Context: an optimization exercise on an open-source flow, tuned for small area. The choices shown serve that exercise and are no tape-out recipe.
In this exercise RTL edits were held to simulation tests only and were not proved equivalent to the original.
Power is estimated from default activity; no workload was simulated.

## design/flow/design.v

```verilog
`timescale 1ns/1ps
`default_nettype none
package rv_decode_pkg;
	typedef struct packed {
		logic [32-1:0] inst;
		logic [64-1:0] pc;
		logic [64-1:0] rs1;
		logic [64-1:0] rs2;
	} fetch_pkt_t;
	typedef enum logic [3:0] {
		ALU_PASS    = 4'd0,      
		ALU_ADD     = 4'd1,
		ALU_SUB     = 4'd2,
		ALU_AND     = 4'd3,
		ALU_OR      = 4'd4,
		ALU_XOR     = 4'd5,
		ALU_SLT     = 4'd6,
		ALU_SLL     = 4'd7,
		ALU_SRL     = 4'd8,
		ALU_SRA     = 4'd9,
		ALU_COMPARE = 4'd10      
	} alu_op_e;
	typedef enum logic [2:0] {
		BR_NONE = 3'd0,
		BR_EQ   = 3'd1,
		BR_NE   = 3'd2,
		BR_LT   = 3'd3,
		BR_GE   = 3'd4
	} br_cond_e;
	typedef enum logic [2:0] {
		SRC_ZERO = 3'd0,
		SRC_RS1  = 3'd1,
		SRC_RS2  = 3'd2,
		SRC_PC   = 3'd3,
		SRC_IMM  = 3'd4,     
		SRC_LINK = 3'd5
	} opnd_src_e;
	typedef struct packed {
		fetch_pkt_t          pkt;
		alu_op_e             alu_op;
		br_cond_e            br_cond;
		logic                jump;
		opnd_src_e           ds1_src;
		opnd_src_e           ds2_src;
		opnd_src_e           as1_src;
		logic [64-1:0]    data_imm;    
		logic [64-1:0]    addr_imm;    
		logic                shamt_imm_sel;
		logic [6-1:0] shamt_imm;
		logic [3:0]          size;
		logic                is_unsigned;
		logic                word_op;
		logic                load;
		logic                store;
		logic                gpr_write;
		logic [5-1:0] rd;
		logic                illegal;
	} id_entry_t;
	typedef struct packed {
		logic [64-1:0]    pc;
		alu_op_e             alu_op;
		br_cond_e            br_cond;
		logic                jump;
		logic [64-1:0]    ds1;
		logic [64-1:0]    ds2;
		logic [64-1:0]    as1;
		logic [64-1:0]    as2;
		logic [6-1:0] shamt;
		logic [3:0]          size;
		logic                is_unsigned;
		logic                word_op;
		logic                load;
		logic                store;
		logic                gpr_write;
		logic [5-1:0] rd;
		logic                illegal;
		logic [64-1:0]    trap_value;
	} ex_uop_t;
endpackage
`default_nettype wire
`timescale 1ns/1ps
`default_nettype none
module inst_classifier (
	input  wire [223:0]  pkt_i,
	output logic [412:0] uop_o
);
	rv_decode_pkg::fetch_pkt_t pkt;
	rv_decode_pkg::ex_uop_t    u;
	logic [32-1:0] inst;
	logic [6:0] opcode;
	logic [2:0] funct3;
	logic [6:0] funct7;
	logic [5:0] funct6;
	logic op_lui, op_auipc, op_jal, op_jalr, op_branch;
	logic op_load, op_store, op_imm, op_imm32, op_reg, op_reg32;
	logic legal;
	logic [64-1:0] imm_i, imm_s, imm_b, imm_u, imm_j;
	rv_decode_pkg::alu_op_e alu_fn;
	assign pkt    = pkt_i;
	assign inst   = pkt.inst;
	assign opcode = inst[6:0];
	assign funct3 = inst[14:12];
	assign funct7 = inst[31:25];
	assign funct6 = inst[31:26];
	assign op_lui    = (opcode == 7'b0110111);
	assign op_auipc  = (opcode == 7'b0010111);
	assign op_jal    = (opcode == 7'b1101111);
	assign op_jalr   = (opcode == 7'b1100111);
	assign op_branch = (opcode == 7'b1100011);
	assign op_load   = (opcode == 7'b0000011);
	assign op_store  = (opcode == 7'b0100011);
	assign op_imm    = (opcode == 7'b0010011);
	assign op_imm32  = (opcode == 7'b0011011);
	assign op_reg    = (opcode == 7'b0110011);
	assign op_reg32  = (opcode == 7'b0111011);
	assign imm_i = {{(64-12){inst[31]}}, inst[31:20]};
	assign imm_s = {{(64-12){inst[31]}}, inst[31:25], inst[11:7]};
	assign imm_b = {{(64-13){inst[31]}}, inst[31], inst[7], inst[30:25], inst[11:8], 1'b0};
	assign imm_u = {{(64-32){inst[31]}}, inst[31:12], 12'b0};
	assign imm_j = {{(64-21){inst[31]}}, inst[31], inst[19:12], inst[20], inst[30:21], 1'b0};
	always_comb begin
		case (opcode)
			7'b0110111, 7'b0010111, 7'b1101111: legal = 1'b1;
			7'b1100111:   legal = (funct3 == 3'd0);
			7'b1100011: legal = (funct3[2:1] != 2'b01);
			7'b0000011:   legal = (funct3 != 3'd7);
			7'b0100011:  legal = !funct3[2];
			7'b0010011: begin
				case (funct3)
					3'd1:    legal = (funct6 == 6'h00);
					3'd5:    legal = (funct6 == 6'h00) || (funct6 == 6'h10);
					default: legal = 1'b1;
				endcase
			end
			7'b0011011: begin
				case (funct3)
					3'd0:    legal = 1'b1;
					3'd1:    legal = (funct7 == 7'h00);
					3'd5:    legal = (funct7 == 7'h00) || (funct7 == 7'h20);
					default: legal = 1'b0;
				endcase
			end
			7'b0110011: legal = (funct7 == 7'h00) ||
				((funct7 == 7'h20) && ((funct3 == 3'd0) || (funct3 == 3'd5)));
			7'b0111011: begin
				case (funct3)
					3'd0, 3'd5: legal = (funct7 == 7'h00) || (funct7 == 7'h20);
					3'd1:       legal = (funct7 == 7'h00);
					default:    legal = 1'b0;
				endcase
			end
			default: legal = 1'b0;
		endcase
	end
	always_comb begin
		case (funct3)
			3'd0:    alu_fn = ((op_reg || op_reg32) && funct7[5]) ? rv_decode_pkg::ALU_SUB : rv_decode_pkg::ALU_ADD;
			3'd1:    alu_fn = rv_decode_pkg::ALU_SLL;
			3'd2:    alu_fn = rv_decode_pkg::ALU_SLT;
			3'd3:    alu_fn = rv_decode_pkg::ALU_SLT;
			3'd4:    alu_fn = rv_decode_pkg::ALU_XOR;
			3'd5:    alu_fn = inst[30] ? rv_decode_pkg::ALU_SRA : rv_decode_pkg::ALU_SRL;
			3'd6:    alu_fn = rv_decode_pkg::ALU_OR;
			default: alu_fn = rv_decode_pkg::ALU_AND;
		endcase
	end
	always_comb begin
		u = '0;
		u.pc      = pkt.pc;
		u.rd      = inst[11:7];
		u.size    = 4'b1000;
		u.illegal = !legal;
		if (!legal) begin
			u.size       = 4'b0100;
			u.trap_value = 64'(inst);
		end else begin
			u.gpr_write = !(op_branch || op_store);
			u.word_op   = op_imm32 || op_reg32;
			u.load      = op_load;
			u.store     = op_store;
			u.jump      = op_jal || op_jalr;
			if (op_imm32 || op_reg32)
				u.size = 4'b0100;
			if (op_load || op_store) begin
				case (funct3[1:0])
					2'd0:    u.size = 4'b0001;
					2'd1:    u.size = 4'b0010;
					2'd2:    u.size = 4'b0100;
					default: u.size = 4'b1000;
				endcase
			end
			u.is_unsigned = ((op_imm || op_reg) && (funct3 == 3'd3)) ||
				(op_branch && (funct3[2:1] == 2'b11)) || (op_load && funct3[2]);
			if ((op_imm || op_imm32) && (funct3[1:0] == 2'b01))
				u.shamt = {inst[25] && !op_imm32, inst[24:20]};
			else
				u.shamt = pkt.rs2[6-1:0];
			if (op_lui)
				u.ds1 = imm_u;
			else if (op_auipc || op_jal || op_jalr)
				u.ds1 = pkt.pc;
			else if (!(op_load || op_store))
				u.ds1 = pkt.rs1;
			if (op_reg || op_reg32 || op_branch || op_store)
				u.ds2 = pkt.rs2;
			else if (op_imm || op_imm32)
				u.ds2 = imm_i;
			else if (op_auipc)
				u.ds2 = imm_u;
			else if (op_jal || op_jalr)
				u.ds2 = 64'(4);
			u.as1 = (op_branch || op_jal) ? pkt.pc : pkt.rs1;
			if (op_branch)
				u.as2 = imm_b;
			else if (op_jal)
				u.as2 = imm_j;
			else if (op_store)
				u.as2 = imm_s;
			else if (op_jalr || op_load)
				u.as2 = imm_i;
			if (op_auipc || op_jal || op_jalr)
				u.alu_op = rv_decode_pkg::ALU_ADD;
			else if (op_branch)
				u.alu_op = rv_decode_pkg::ALU_COMPARE;
			else if (op_imm || op_imm32 || op_reg || op_reg32)
				u.alu_op = alu_fn;
			if (op_branch) begin
				case (funct3)
					3'd0:       u.br_cond = rv_decode_pkg::BR_EQ;
					3'd1:       u.br_cond = rv_decode_pkg::BR_NE;
					3'd4, 3'd6: u.br_cond = rv_decode_pkg::BR_LT;
					default:    u.br_cond = rv_decode_pkg::BR_GE;
				endcase
			end
		end
	end
	assign uop_o = u;
endmodule
`default_nettype wire
`timescale 1ns/1ps
`default_nettype none
module decode_fifo #(
	parameter int  WIDTH   = 1,
	parameter int  DEPTH   = 4
) (
	input  wire              clk,
	input  wire              rst,
	input  wire              push_i,
	input  wire [WIDTH-1:0]  data_i,
	input  wire              pop_i,
	output logic [WIDTH-1:0] data_o,
	output logic             not_empty_o
);
	logic [WIDTH-1:0] mem [DEPTH];
	logic [DEPTH-1:0] vld;
	logic [DEPTH-1:0] rdy;       
	always_comb begin
		rdy[0] = !vld[0] || pop_i;
		for (int k = 1; k < DEPTH; k++)
			rdy[k] = !vld[k] || rdy[k-1];
	end
	assign data_o      = mem[0];
	assign not_empty_o = vld[0];
	always_ff @(posedge clk) begin
		for (int k = 0; k < DEPTH - 1; k++)
			if (rdy[k])
				mem[k] <= mem[k+1];
		if (rdy[DEPTH-1])
			mem[DEPTH-1] <= data_i;
	end
	always_ff @(posedge clk) begin
		if (rst) begin
			vld <= '0;
		end else begin
			for (int k = 0; k < DEPTH - 1; k++)
				if (rdy[k])
					vld[k] <= vld[k+1];
			if (rdy[DEPTH-1])
				vld[DEPTH-1] <= push_i;
		end
	end
endmodule
`default_nettype wire
`timescale 1ns/1ps
`default_nettype none
module operand_issue (
	input  wire   clk,
	input  wire   rst,
	input  wire   avail_i,
	output logic  pop_o,
	input  wire   credit_i
);
	logic [1:0] credit_cnt;
	assign pop_o = avail_i && (credit_cnt != 2'd0);
	always_ff @(posedge clk) begin
		if (rst)
			credit_cnt <= 2'(2);
		else
			credit_cnt <= credit_cnt - 2'(pop_o) + 2'(credit_i);
	end
endmodule
`default_nettype wire
`timescale 1ns/1ps
`default_nettype none
module rv_decode_top (
	input  wire             clk,
	input  wire             rst,
	input  wire [223:0]     fetch_i,       
	input  wire             fetch_valid_i,
	output wire             in_credit_o,
	output wire [412:0]     uop_o,         
	output wire             uop_valid_o,
	input  wire             ex_credit_i
);
	logic [223:0] head_pkt;
	logic         head_avail;
	logic         issue_pop;
	decode_fifo #(
		.WIDTH   (224),
		.DEPTH   (4)
	) decode_fifo_i (
		.clk         (clk),
		.rst         (rst),
		.push_i      (fetch_valid_i),
		.data_i      (fetch_i),
		.pop_i       (issue_pop),
		.data_o      (head_pkt),
		.not_empty_o (head_avail)
	);
	operand_issue operand_issue_i (
		.clk      (clk),
		.rst      (rst),
		.avail_i  (head_avail),
		.pop_o    (issue_pop),
		.credit_i (ex_credit_i)
	);
	inst_classifier inst_classifier_i (
		.pkt_i (head_pkt),
		.uop_o (uop_o)
	);
	assign uop_valid_o = issue_pop;
	assign in_credit_o = issue_pop;
endmodule
`default_nettype wire
```

## design/flow/flow/run.sh

```bash
#!/bin/bash
# Standard layout with small port buffers and a clock tree without dummy loads.
set -euo pipefail
export BUFFER_PORTS_ARGS="-buffer_cell sky130_fd_sc_hd__buf_1"
export CTS_ARGS="-sink_clustering_enable -repair_clock_nets -dont_use_dummy_load"
bash standard.sh > make_flow.log 2>&1
```

## design/flow/standard.sh

```bash
#!/bin/bash
# synth_recipe.tcl (not shown) runs the flow's synth.tcl, then flattens the netlist and writes it again
# the make line also repeats each setting of config.mk as NAME=value (left out here)
make -C /OpenROAD-flow-scripts/flow DESIGN_CONFIG=/design/flow/config.mk WORK_HOME=/design/flow/orfs CLKGATE_MAP_FILE= SYNTH_SCRIPT=/design/flow/synth_recipe.tcl "${@:-finish}"
```

## design/flow/config.mk

```make
export PLATFORM = sky130hd
export DESIGN_NAME = rv_decode_top
export DESIGN_NICKNAME = rv_decode_top
export VERILOG_FILES = /design/flow/design.v
export SDC_FILE = /design/flow/constraint.sdc
export NUM_CORES = 4
export LEC_CHECK = 0
export CAP_MARGIN = 20
export CORE_MARGIN = 2
export CORE_UTILIZATION = 40
export SLEW_MARGIN = 20
```

## design/flow/constraint.sdc

```tcl
create_clock -name core_clock -period 4.0 [get_ports {clk}]
set_input_delay 0.8000 -clock core_clock [delete_from_list [all_inputs] [get_ports {clk}]]
set_output_delay 0.8000 -clock core_clock [all_outputs]
set_load 0.01 [all_outputs]
```

==> results of run 1 <==
## metal layers
layer / vias to the layer above / global-route usage / routed length, µm
met3: 215 / 0.0393 / 6350
met2: 949 / 0.301 / 39900
li1: 7823 / - / -
met1: 8761 / 0.222 / 30000
met4: 8 / 0.0855 / 3300
met5: - / 0 / 48
## state kept, by name, indices dropped and copies added, names as in the netlist
name	count
decode_fifo_i.mem	896
decode_fifo_i.vld	4
operand_issue_i.credit_cnt	2
## final cells by class
type / count / area [µm²]
antenna: 7 / 17.5
clock buffer: 90 / 2250
fill: 6558 / 40000
inverter: 7 / 33.8
multi-input combinational: 694 / 4220
sequential: 902 / 27000
tap: 1050 / 1310
timing repair buffer: 717 / 4230
## report_power, final
group / leakage [nW] / internal (mW) / switching (mW)
Combinational: 3.88 / 0.267 / 0.373
Sequential: 9.54 / 10.9 / 0.223
Clock: 1.11 / 3.93 / 3.05
## synthesized netlist by cell type, drive strengths merged (2+ instances only)
library cell and number:
a211oi 3, a21oi 127, a221oi 52, a222oi 19, a22oi 22, a311oi 2, a32oi 2, and2 38
and3 3, buf 175, clkbuf 60, dfxtp 6, edfxtp 896, ha 2, inv 7, mux2i 5
nand2 195, nand2b 5, nand3 10, nor2 126, nor2b 6, nor3 10, nor3b 5, nor4 4
o21ai 3, o31ai 2, or3 2
## final timing paths
path	start	to	cells after the start
worst max-delay path	decode_fifo_i.mem[0][221]	uop_o[221]	8
worst min-delay path	fetch_i[80]	decode_fifo_i.mem[3][80]	1
worst max register to register	operand_issue_i.credit_cnt[0]	decode_fifo_i.mem[0][29]	3
worst min register to register	decode_fifo_i.mem[2][53]	decode_fifo_i.mem[1][53]	0
## what timing repair did
item	in CTS	in global routing
buffers inserted	21	12
pin swaps	6	27
gates resized for setup	271	194
setup endpoints to repair	202	292
gates cloned	6	7
hold buffers	0	0
## critical path, delay by kind of cell (launching register included)
family / cells / cell delay [ps]
buffers and inverters: 2 / 390
AND/OR/NAND/NOR: 3 / 1170
AO/OA/AOI/OAI: 3 / 800
flip-flops: 1 / 380
## logic make-up after synthesis
group | count (synthesis)
AOI/OAI and AO/OA | 242
xor gates and xnor gates | 2
adders and majority gates | 2
buffers and inverters | 242
DFF | 902
muxes | 6
other | 1
and+or+nand+nor | 410
==> flow_metrics.env, run 1 <==
export IMPL_yosys_area_top_type="edfxtp_1"
export IMPL_max_slew_margin=0.320
export IMPL_rsz0062_at_grt="true"
export IMPL_syn_to_final_growth_pct=22.0
export IMPL_fin_ws_ps=-132
export IMPL_mostFrequentLayoutCell="edfxtp_1"
export IMPL_synth_yosys_seq_area_share=0.843
export IMPL_synth_top_family_by_area="simple AND/OR/NAND/NOR gates"
export IMPL_synth_xor_area_frac=0.000547
export IMPL_synth_cell_type_count=55
export IMPL_grt_ovfl_total=0
export IMPL_cp_end_kind="output port"
export IMPL_htree_levels=3
export IMPL_critPathMaxStageDelay_ps=570
export IMPL_status="complete, but fails checks"
export IMPL_vdd_drop_max_v=0.000315
export IMPL_worstMarginPinSlew_ps=1020
export IMPL_cts_root_buffer_cell="clkbuf_16"
export IMPL_routed_wl_mm=79.6
export IMPL_finalPower_mw=18.7
export IMPL_start_util=0.405
export IMPL_crit_chain="or4_4 -> nor3_4 -> a21bo_1 -> a2111o_1 -> o311a_4 -> buf_16 -> nor2_1 -> buf_1"
export IMPL_syn_inst=1807
export IMPL_synthAdderAreaFrac=0.000781
export IMPL_path_clk_slew_ps=60
export IMPL_worstPathArrival_ps=3330
export IMPL_power_density_nw_per_um2=479
export IMPL_grt_pass1_wl_mm=108
export IMPL_synth_area_leaders="edfxtp_1, buf_4, nand2_1"
export IMPL_synth_compound_area_frac=0.0509
export IMPL_hpwlAfterDp_mm=50.1
export IMPL_postRouteAntennaNets=0
export IMPL_grt_pass1_vias=17200
export IMPL_setup_violations=215
export IMPL_failed_checks="setup timing"
export IMPL_crit_type="flip-flop to output port"
export IMPL_place_gp_congestion=0.908
export IMPL_hp_class="input port to flip-flop"
export IMPL_mostFrequentLayoutCells="edfxtp_1, buf_1, buf_2, nand2_1, clkbuf_16"
export IMPL_postPlaceCellArea_um2=35100
export IMPL_antenna_found_initial=12
export IMPL_drive_gt1_frac=0.243
export IMPL_via_per_inst=5.12
export IMPL_drc=0
export IMPL_die_x_um=287
export IMPL_fin_tns_setup_ps=-10320
export IMPL_synth_ff_type="edfxtp_1"
export IMPL_synth_mux_area_fraction=0.00191
export IMPL_wl_per_cell_um=23.0
export IMPL_netlist_area_um2=32000
export IMPL_core_area_um2=79100
export IMPL_grt_use_total=0.180
export IMPL_cts_buffer_depth=3
export IMPL_nets=2642
export IMPL_synth_top_cell_area_share=0.840
export IMPL_grt_max_degree=128
export IMPL_async_flop_share=0
export IMPL_drt_first_pass_iters=6
export IMPL_die_area_um2=82400
export IMPL_die_y_um=287
export IMPL_final_area_um2=39100
export IMPL_period_minus_slack_ps=4130
export IMPL_placed_cells=3325
export IMPL_synth_edf_count=896
export IMPL_rows=103
export IMPL_fin_cells=3467
export IMPL_pre_cts_ws_ps=144
export IMPL_fmax_mhz=242
export IMPL_clock_skew_ps=71.5
export IMPL_numCtsBuffers=90
export IMPL_cp_max_fo=15
export IMPL_slew_violations=0
export IMPL_cap_violations=0
export IMPL_vias=17800
export IMPL_tritoncts="done"
export IMPL_synth_seq_cells=902
export IMPL_power_leakage_nw=14.5
export IMPL_slowest_stage="or4_4"
export IMPL_cp_start_kind="flip-flop"
export IMPL_clock_latency_ps=630
export IMPL_ff2ff_setup_slack_ps=1710
export IMPL_synth_area_per_cell_um2=17.7
export IMPL_io_buffers=610
export IMPL_ios=643
export IMPL_synthSimpleGateAreaFrac=0.0556
export IMPL_cts_sinks=902
export IMPL_drt_iter0_drc=1486
export IMPL_final_util=0.494
export IMPL_fin_hold_ws_ps=334
export IMPL_period_share=1.03
export IMPL_synth_warnings=4
export IMPL_worstPathRequired_ps=3200
export IMPL_hold_viol_final=0
==> run 2: changes to the inputs <==
==> design/flow/run.sh (new file) <==
#!/bin/bash
# synth_recipe.tcl (not shown) runs the flow's synth.tcl, then flattens the netlist and writes it again
# the make line also repeats each setting of config.mk as NAME=value (left out here)
make -C /OpenROAD-flow-scripts/flow DESIGN_CONFIG=/design/flow/config.mk WORK_HOME=/design/flow/orfs CLKGATE_MAP_FILE= SYNTH_SCRIPT=/design/flow/synth_recipe.tcl finish
removed: design/flow/flow/run.sh
removed: design/flow/standard.sh
==> run 2 against run 1 <==
  * The layout still fails its checks (setup timing)
  * Count of clock-buffer cells in the layout is 8 higher
  * Routed wire length is 0.21% higher
  * Register-to-register slack worse by 240 ps
  * Highest routed layer unchanged
  * Combinational power is 22% higher
==> flow_metrics.env, run 2 <==
export IMPL_nets=2621
export IMPL_synth_area_per_cell_um2=17.7
export IMPL_grt_pass1_wl_mm=113
export IMPL_syn_inst=1807
export IMPL_grt_max_degree=151
export IMPL_power_leakage_nw=15.9
export IMPL_final_util=0.534
export IMPL_crit_type="flip-flop to output port"
export IMPL_cts_buffer_depth=3
export IMPL_setup_violations=256
export IMPL_synth_top_family_by_area="simple AND/OR/NAND/NOR gates"
export IMPL_synthAdderAreaFrac=0.000781
export IMPL_synth_seq_cells=902
export IMPL_hpwlAfterDp_mm=52.4
export IMPL_failed_checks="setup timing"
export IMPL_drt_first_pass_iters=8
export IMPL_grt_use_total=0.187
export IMPL_io_buffers=610
export IMPL_die_area_um2=82400
export IMPL_via_per_inst=4.99
export IMPL_period_share=1.11
export IMPL_synth_warnings=4
export IMPL_rows=103
export IMPL_cp_start_kind="flip-flop"
export IMPL_htree_levels=3
export IMPL_crit_chain="nor2b_1 -> nand2_1 -> a21bo_1 -> a2111o_1 -> o311a_4 -> buf_12 -> nor2_1 -> clkdlybuf4s50_1"
export IMPL_cts_root_buffer_cell="clkbuf_16"
export IMPL_synth_yosys_seq_area_share=0.843
export IMPL_drive_gt1_frac=0.177
export IMPL_ios=643
export IMPL_worstPathArrival_ps=3620
export IMPL_netlist_area_um2=32000
export IMPL_cap_violations=0
export IMPL_mostFrequentLayoutCell="edfxtp_1"
export IMPL_synthSimpleGateAreaFrac=0.0556
export IMPL_core_area_um2=79100
export IMPL_path_clk_slew_ps=60
export IMPL_die_y_um=287
export IMPL_cts_sinks=902
export IMPL_slowest_stage="clkdlybuf4s50_1"
export IMPL_slew_violations=0
export IMPL_period_minus_slack_ps=4420
export IMPL_numCtsBuffers=89
export IMPL_worstPathRequired_ps=3200
export IMPL_vias=17600
export IMPL_syn_to_final_growth_pct=31.8
export IMPL_synth_top_cell_area_share=0.840
export IMPL_fmax_mhz=226
export IMPL_mostFrequentLayoutCells="edfxtp_1, clkdlybuf4s50_1, nand2_1, nor2_1, a21oi_1"
export IMPL_postPlaceCellArea_um2=39000
export IMPL_cp_end_kind="output port"
export IMPL_postRouteAntennaNets=0
export IMPL_synth_mux_area_fraction=0.00191
export IMPL_vdd_drop_max_v=0.000370
export IMPL_async_flop_share=0
export IMPL_power_density_nw_per_um2=484
export IMPL_critPathMaxStageDelay_ps=560
export IMPL_fin_ws_ps=-424
export IMPL_synthTopCellsByCount="edfxtp_1, nand2_1, buf_4, a21oi_1, nor2_1"
export IMPL_pre_cts_ws_ps=-11.6
export IMPL_status="complete, but fails checks"
export IMPL_final_area_um2=42200
export IMPL_routed_wl_mm=79.8
export IMPL_hp_class="flip-flop to flip-flop"
export IMPL_die_x_um=287
export IMPL_rsz0062_at_grt="true"
export IMPL_wl_per_cell_um=22.7
export IMPL_cp_max_fo=67
export IMPL_synth_cell_type_count=55
export IMPL_synth_area_leaders="edfxtp_1, buf_4, nand2_1"
export IMPL_synth_ff_type="edfxtp_1"
export IMPL_largest_register_ffs=896
export IMPL_cts_hold_buf=0
export IMPL_synth_compound_area_frac=0.0509
export IMPL_drc=0
export IMPL_place_gp_congestion=0.940
export IMPL_post_synth_top_count_cell="edfxtp_1"
export IMPL_synth_xor_area_frac=0.000547
export IMPL_start_util=0.405
export IMPL_max_slew_margin=0.179
export IMPL_hold_viol_final=0
export IMPL_drt_iter0_drc=1428
export IMPL_grt_pass1_vias=17600
export IMPL_yosys_area_top_type="edfxtp_1"
export IMPL_clock_skew_ps=32.3
export IMPL_grt_ovfl_total=0
export IMPL_worstMarginPinSlew_ps=1230
export IMPL_reg_top3="decode_fifo_i.mem x896, decode_fifo_i.vld x4, operand_issue_i.credit_cnt x2"
export IMPL_tritoncts="done"
export IMPL_antenna_found_initial=16
export IMPL_synth_edf_count=896
export IMPL_largest_register="decode_fifo_i.mem"
export IMPL_clock_latency_ps=630
==> run 2: worst max-delay path: cells and delay by family, from the launching register on <==
kind            cells  cell delay [ps]
simple gates        3              880
compound gates      3              840
buf+inv             2              770
flops               1              410
==> run 2: path summary, 6_finish.rpt <==
kind,start,cells past startpoint,slack (ps),endpoint
min,decode_fifo_i.mem[3][194],0,400,decode_fifo_i.mem[2][194]
max,decode_fifo_i.mem[0][205],8,-420,uop_o[323]
max reg2reg,operand_issue_i.credit_cnt[0],3,1470,decode_fifo_i.mem[3][54]
min reg2reg,decode_fifo_i.mem[3][194],0,400,decode_fifo_i.mem[2][194]
==> run 2: where the power goes <==
part / total [mW] / switching [mW] / internal [mW] / leakage, nW
clock: 8.56 / 3.52 / 5.04 / 1.50
combinational: 0.778 / 0.336 / 0.442 / 4.89
sequential: 11.1 / 0.219 / 10.9 / 9.54
==> run 2: cells by family (layout without fill, tap and decap cells) <==
group,count (synthesis),in the layout
flops,902,902
fa+ha+maj,2,2
mux,6,6
simple gates,410,410
buf+inv,242,868
other cells,1,38
xor+xnor,2,2
compound gates,242,242
==> run 2: repair_timing <==
item | in CTS | in global routing
buffers inserted | 3 | 8
endpoints found under the setup margin | 307 | 308
pin swaps | 2 | 1
cloned | 3 | 1
gates resized for setup | 395 | 179
==> run 2: final cells by class <==
type / count / area (µm²)
Multi-Input combinational cell: 694 / 3870
Sequential cell: 902 / 27000
Inverter: 7 / 33.8
Clock inverter: 66 / 781
Fill cell: 6336 / 36900
Antenna cell: 6 / 15.0
Tap cell: 1050 / 1310
Clock buffer: 98 / 2260
Timing Repair Buffer: 697 / 6920
==> run 2: routing by layer <==
layer | up-vias | global-route usage | routed length [µm]
li1 | 7860 | - | -
met1 | 8637 | 0.222 | 29500
met2 | 850 | 0.328 | 40900
met3 | 196 | 0.0439 | 6680
met4 | 10 | 0.0736 | 2630
met5 | - | 0 | 71
==> run 2: per-stage QoR <==
step                      hold WS, ps  TNS [ps]  total power, mW  instances
after floorplan                   400  -2898040             11.5       1838
after global placement            400         0             12.0       3335
after detailed placement          405     -11.6             12.1       3335
after CTS                         401    -68900             20.7       3505
after global routing              409    -82730             21.1       3519
final                             403    -43380             20.4       3520
==> run 3: changes to the inputs <==
==> design/flow/flow/run.sh (new file) <==
#!/bin/bash
# Standard layout with small port buffers, one tie cell for all constant outputs and a
# clock tree of clkbuf_8 without dummy loads.
set -euo pipefail
export BUFFER_PORTS_ARGS="-buffer_cell sky130_fd_sc_hd__buf_1"
export CTS_ARGS="-sink_clustering_enable -repair_clock_nets -dont_use_dummy_load -buf_list sky130_fd_sc_hd__clkbuf_8"
export SKIP_REPAIR_TIE_FANOUT=1
bash standard.sh > make_flow.log 2>&1
==> design/flow/standard.sh (new file) <==
#!/bin/bash
# synth_recipe.tcl (not shown) runs the flow's synth.tcl, then flattens the netlist and writes it again
# the make line also repeats each setting of config.mk as NAME=value (left out here)
make -C /OpenROAD-flow-scripts/flow DESIGN_CONFIG=/design/flow/config.mk WORK_HOME=/design/flow/orfs CLKGATE_MAP_FILE= SYNTH_SCRIPT=/design/flow/synth_recipe.tcl "${@:-finish}"
--- a/design/flow/config.mk
+++ b/design/flow/config.mk
@@ -8,4 +8,4 @@
 export CAP_MARGIN = 20
 export CORE_MARGIN = 2
-export CORE_UTILIZATION = 40
+export CORE_UTILIZATION = 65
 export SLEW_MARGIN = 20
removed: design/flow/run.sh
==> run 3 against run 2 <==
  * The layout still fails its checks (setup timing)
  * Highest routed layer unchanged
  * Largest power group unchanged
  * Power decreased by 13%
  * Sequential power about the same
  * Clock skew increased by 30 ps
==> flow_metrics.env, run 3 <==
export IMPL_drt_iter0_drc=1884
export IMPL_die_area_um2=51100
export IMPL_clock_skew_ps=62.7
export IMPL_placed_cells=2902
export IMPL_postRouteAntennaNets=0
export IMPL_slowest_stage="or4_4"
export IMPL_grt_max_degree=162
export IMPL_rows=81
export IMPL_synth_cell_type_count=55
export IMPL_multi_input_area_um2=4010
export IMPL_worstPathRequired_ps=3200
export IMPL_nets=2634
export IMPL_cp_start_kind="flip-flop"
export IMPL_htree_levels=4
export IMPL_synth_ff_type="edfxtp_1"
export IMPL_max_slew_margin=0.315
export IMPL_cts_hold_buf=0
export IMPL_synthTopCellsByCount="edfxtp_1, nand2_1, buf_4, a21oi_1, nor2_1"
export IMPL_syn_to_final_growth_pct=16.8
export IMPL_fin_ws_ps=-211
export IMPL_mostFrequentLayoutCells="edfxtp_1, buf_1, nand2_1, clkbuf_8, nor2_1"
export IMPL_synth_area_per_cell_um2=17.7
export IMPL_post_synth_top_count_cell="edfxtp_1"
export IMPL_io_buffers=610
export IMPL_fin_hold_ws_ps=205
export IMPL_status="complete, but fails checks"
export IMPL_period_minus_slack_ps=4210
export IMPL_m1WireLength_mm=28.2
export IMPL_fill_cells=2849
export IMPL_path_clk_slew_ps=50
export IMPL_yosys_area_top_type="edfxtp_1"
export IMPL_antenna_found_initial=25
export IMPL_routed_wl_mm=77.1
export IMPL_hold_viol_final=0
export IMPL_failed_checks="setup timing"
export IMPL_period_share=1.05
export IMPL_postPlaceCellArea_um2=34400
export IMPL_route_met3_wl_mm=8.08
export IMPL_grt_use_total=0.301
export IMPL_cp_end_kind="output port"
export IMPL_grt_pass1_wl_mm=108
export IMPL_place_gp_congestion=0.971
export IMPL_cts_sinks=902
export IMPL_via_per_inst=5.80
export IMPL_clock_latency_ps=760
export IMPL_hpwlAfterDp_mm=50.4
export IMPL_top_layer="met5"
export IMPL_power_density_nw_per_um2=473
export IMPL_die_x_um=226
export IMPL_final_util=0.766
export IMPL_die_y_um=226
export IMPL_reg_top3="decode_fifo_i.mem x896, decode_fifo_i.vld x4, operand_issue_i.credit_cnt x2"
export IMPL_fin_tns_setup_ps=-31450
export IMPL_grt_pass1_vias=16900
export IMPL_pre_cts_ws_ps=311
export IMPL_cp_max_fo=61
export IMPL_worstMarginPinSlew_ps=1030
export IMPL_ios=643
export IMPL_largest_register_ffs=896
export IMPL_hp_class="input port to flip-flop"
export IMPL_core_area_um2=48800
export IMPL_synth_warnings=4
export IMPL_fmax_mhz=237
export IMPL_async_flop_share=0
export IMPL_wl_met2_mm=37.6
export IMPL_cts_buffer_depth=3
export IMPL_cts_root_buffer_cell="clkbuf_8"
export IMPL_cap_violations=0
export IMPL_synth_seq_cells=902
export IMPL_slew_violations=0
export IMPL_power_leakage_nw=13.6
export IMPL_drc=0
export IMPL_numCtsBuffers=139
export IMPL_crit_type="flip-flop to output port"
export IMPL_fin_cells=3083
export IMPL_vdd_drop_max_v=0.000366
export IMPL_start_util=0.656
export IMPL_tritoncts="done"
export IMPL_rsz0062_at_grt="true"
export IMPL_synth_yosys_seq_area_share=0.843
export IMPL_critPathMaxStageDelay_ps=590
export IMPL_largest_register="decode_fifo_i.mem"
export IMPL_synth_edf_count=896
export IMPL_drt_first_pass_iters=9
export IMPL_crit_chain="or4_4 -> nor3_4 -> a21bo_1 -> a2111o_1 -> o311a_4 -> buf_12 -> a221o_1 -> buf_1"
export IMPL_finalPower_mw=17.7
export IMPL_mostFrequentLayoutCell="edfxtp_1"
export IMPL_drive_gt1_frac=0.197
export IMPL_final_area_um2=37400
export IMPL_syn_inst=1807
export IMPL_setup_violations=306
export IMPL_seq_area_um2=27000
export IMPL_synth_area_leaders="edfxtp_1, buf_4, nand2_1"
export IMPL_netlist_area_um2=32000
export IMPL_wl_per_cell_um=25.0
export IMPL_grt_ovfl_total=0
export IMPL_worstPathArrival_ps=3410
export IMPL_vias=17900
export IMPL_synth_top_cell_area_share=0.840
## run 3: layout make-up
class,instances,area share
antenna,17,0.00114
clock buffer,139,0.0511
inverter,7,0.000902
multi-input combinational,665,0.107
sequential,902,0.722
tap,664,0.0222
timing repair buffer,689,0.0956
## run 3: final timing paths
kind	from	endpoint	slack [ps]	cells after the start
worst min register to register	decode_fifo_i.mem[2][190]	decode_fifo_i.mem[1][190]	370	0
worst min-delay path	fetch_i[217]	decode_fifo_i.mem[3][217]	210	1
worst max-delay path	decode_fifo_i.mem[0][223]	uop_o[77]	-210	8
worst max register to register	operand_issue_i.credit_cnt[0]	decode_fifo_i.mem[1][182]	1510	3
## run 3: layer usage
| layer | global-route usage | vias to the layer above |
|---|---|---|
| met5 | 0 | - |
| met2 | 0.471 | 1077 |
| met1 | 0.380 | 8737 |
| met3 | 0.108 | 213 |
| met4 | 0.146 | 22 |
| li1 | - | 7832 |
## run 3: cells by family (layout without fill, tap and decap cells)
| group | Yosys count | count (layout) | share of synthesized area |
|---|---|---|---|
| flops | 902 | 902 | 0.843 |
| other cells | 1 | 18 | 0.000117 |
| simple gates | 410 | 410 | 0.0556 |
| buf+inv | 242 | 835 | 0.0468 |
| compound gates | 242 | 244 | 0.0509 |
| fa+ha+maj | 2 | 2 | 0.000781 |
| mux | 6 | 6 | 0.00191 |
| xor+xnor | 2 | 2 | 0.000547 |
## run 3: critical path: cells and delay by family (launching register included)
| family | cells | cell delay [ps] |
|---|---|---|
| compound gates | 4 | 1110 |
| simple gates | 2 | 720 |
| flops | 1 | 400 |
| buf+inv | 2 | 380 |
## run 3: repair_timing
| action | 4_1_cts | 5_1_grt |
|---|---|---|
| buffers inserted | 12 | 5 |
| setup endpoints to repair | 307 | 308 |
| gates resized for setup | 198 | 101 |
| cloned | 7 | 2 |
| pin swaps | 16 | 5 |
## run 3: power breakdown
part / internal (mW) / total (mW) / switching, mW
sequential: 10.9 / 11.1 / 0.225
combinational: 0.219 / 0.568 / 0.349
clock: 3.06 / 6.01 / 2.95
total: 14.2 / 17.7 / 3.52

afterwards: timing with drivers on the ports:
No port has a modelled driver above. Below, the same layouts with a new extraction and two added sets of constraints. Step 1 (the two cells are an assumption about what drives the block):
set clk [get_ports {clk}]
set_driving_cell -lib_cell sky130_fd_sc_hd__clkbuf_16 $clk
set_driving_cell -lib_cell sky130_fd_sc_hd__buf_2 [delete_from_list [all_inputs] $clk]
Step 2, shift: input delay + t, output delay - t, t = (earliest + latest rising clock arrival at the registers) / 2. This alone moves slack from input paths to output paths. Slacks: no drivers / after step 1 / after step 2; pairs: no drivers / after step 1.
run	shift t [ns]	slack for setup (ns)	latest minus earliest clock arrival (ns)	worst register clock-pin slew, ns	worst data-port slew with drivers (ns)
run 1	0.651	-0.132 / -0.191 / 0.461	0.076 / 0.077	0.06 / 0.06	0.12
run 2	0.677	-0.424 / -0.484 / 0.193	0.035 / 0.036	0.06 / 0.06	0.13
run 3	0.784	-0.211 / -0.265 / 0.520	0.063 / 0.063	0.06 / 0.06	0.16
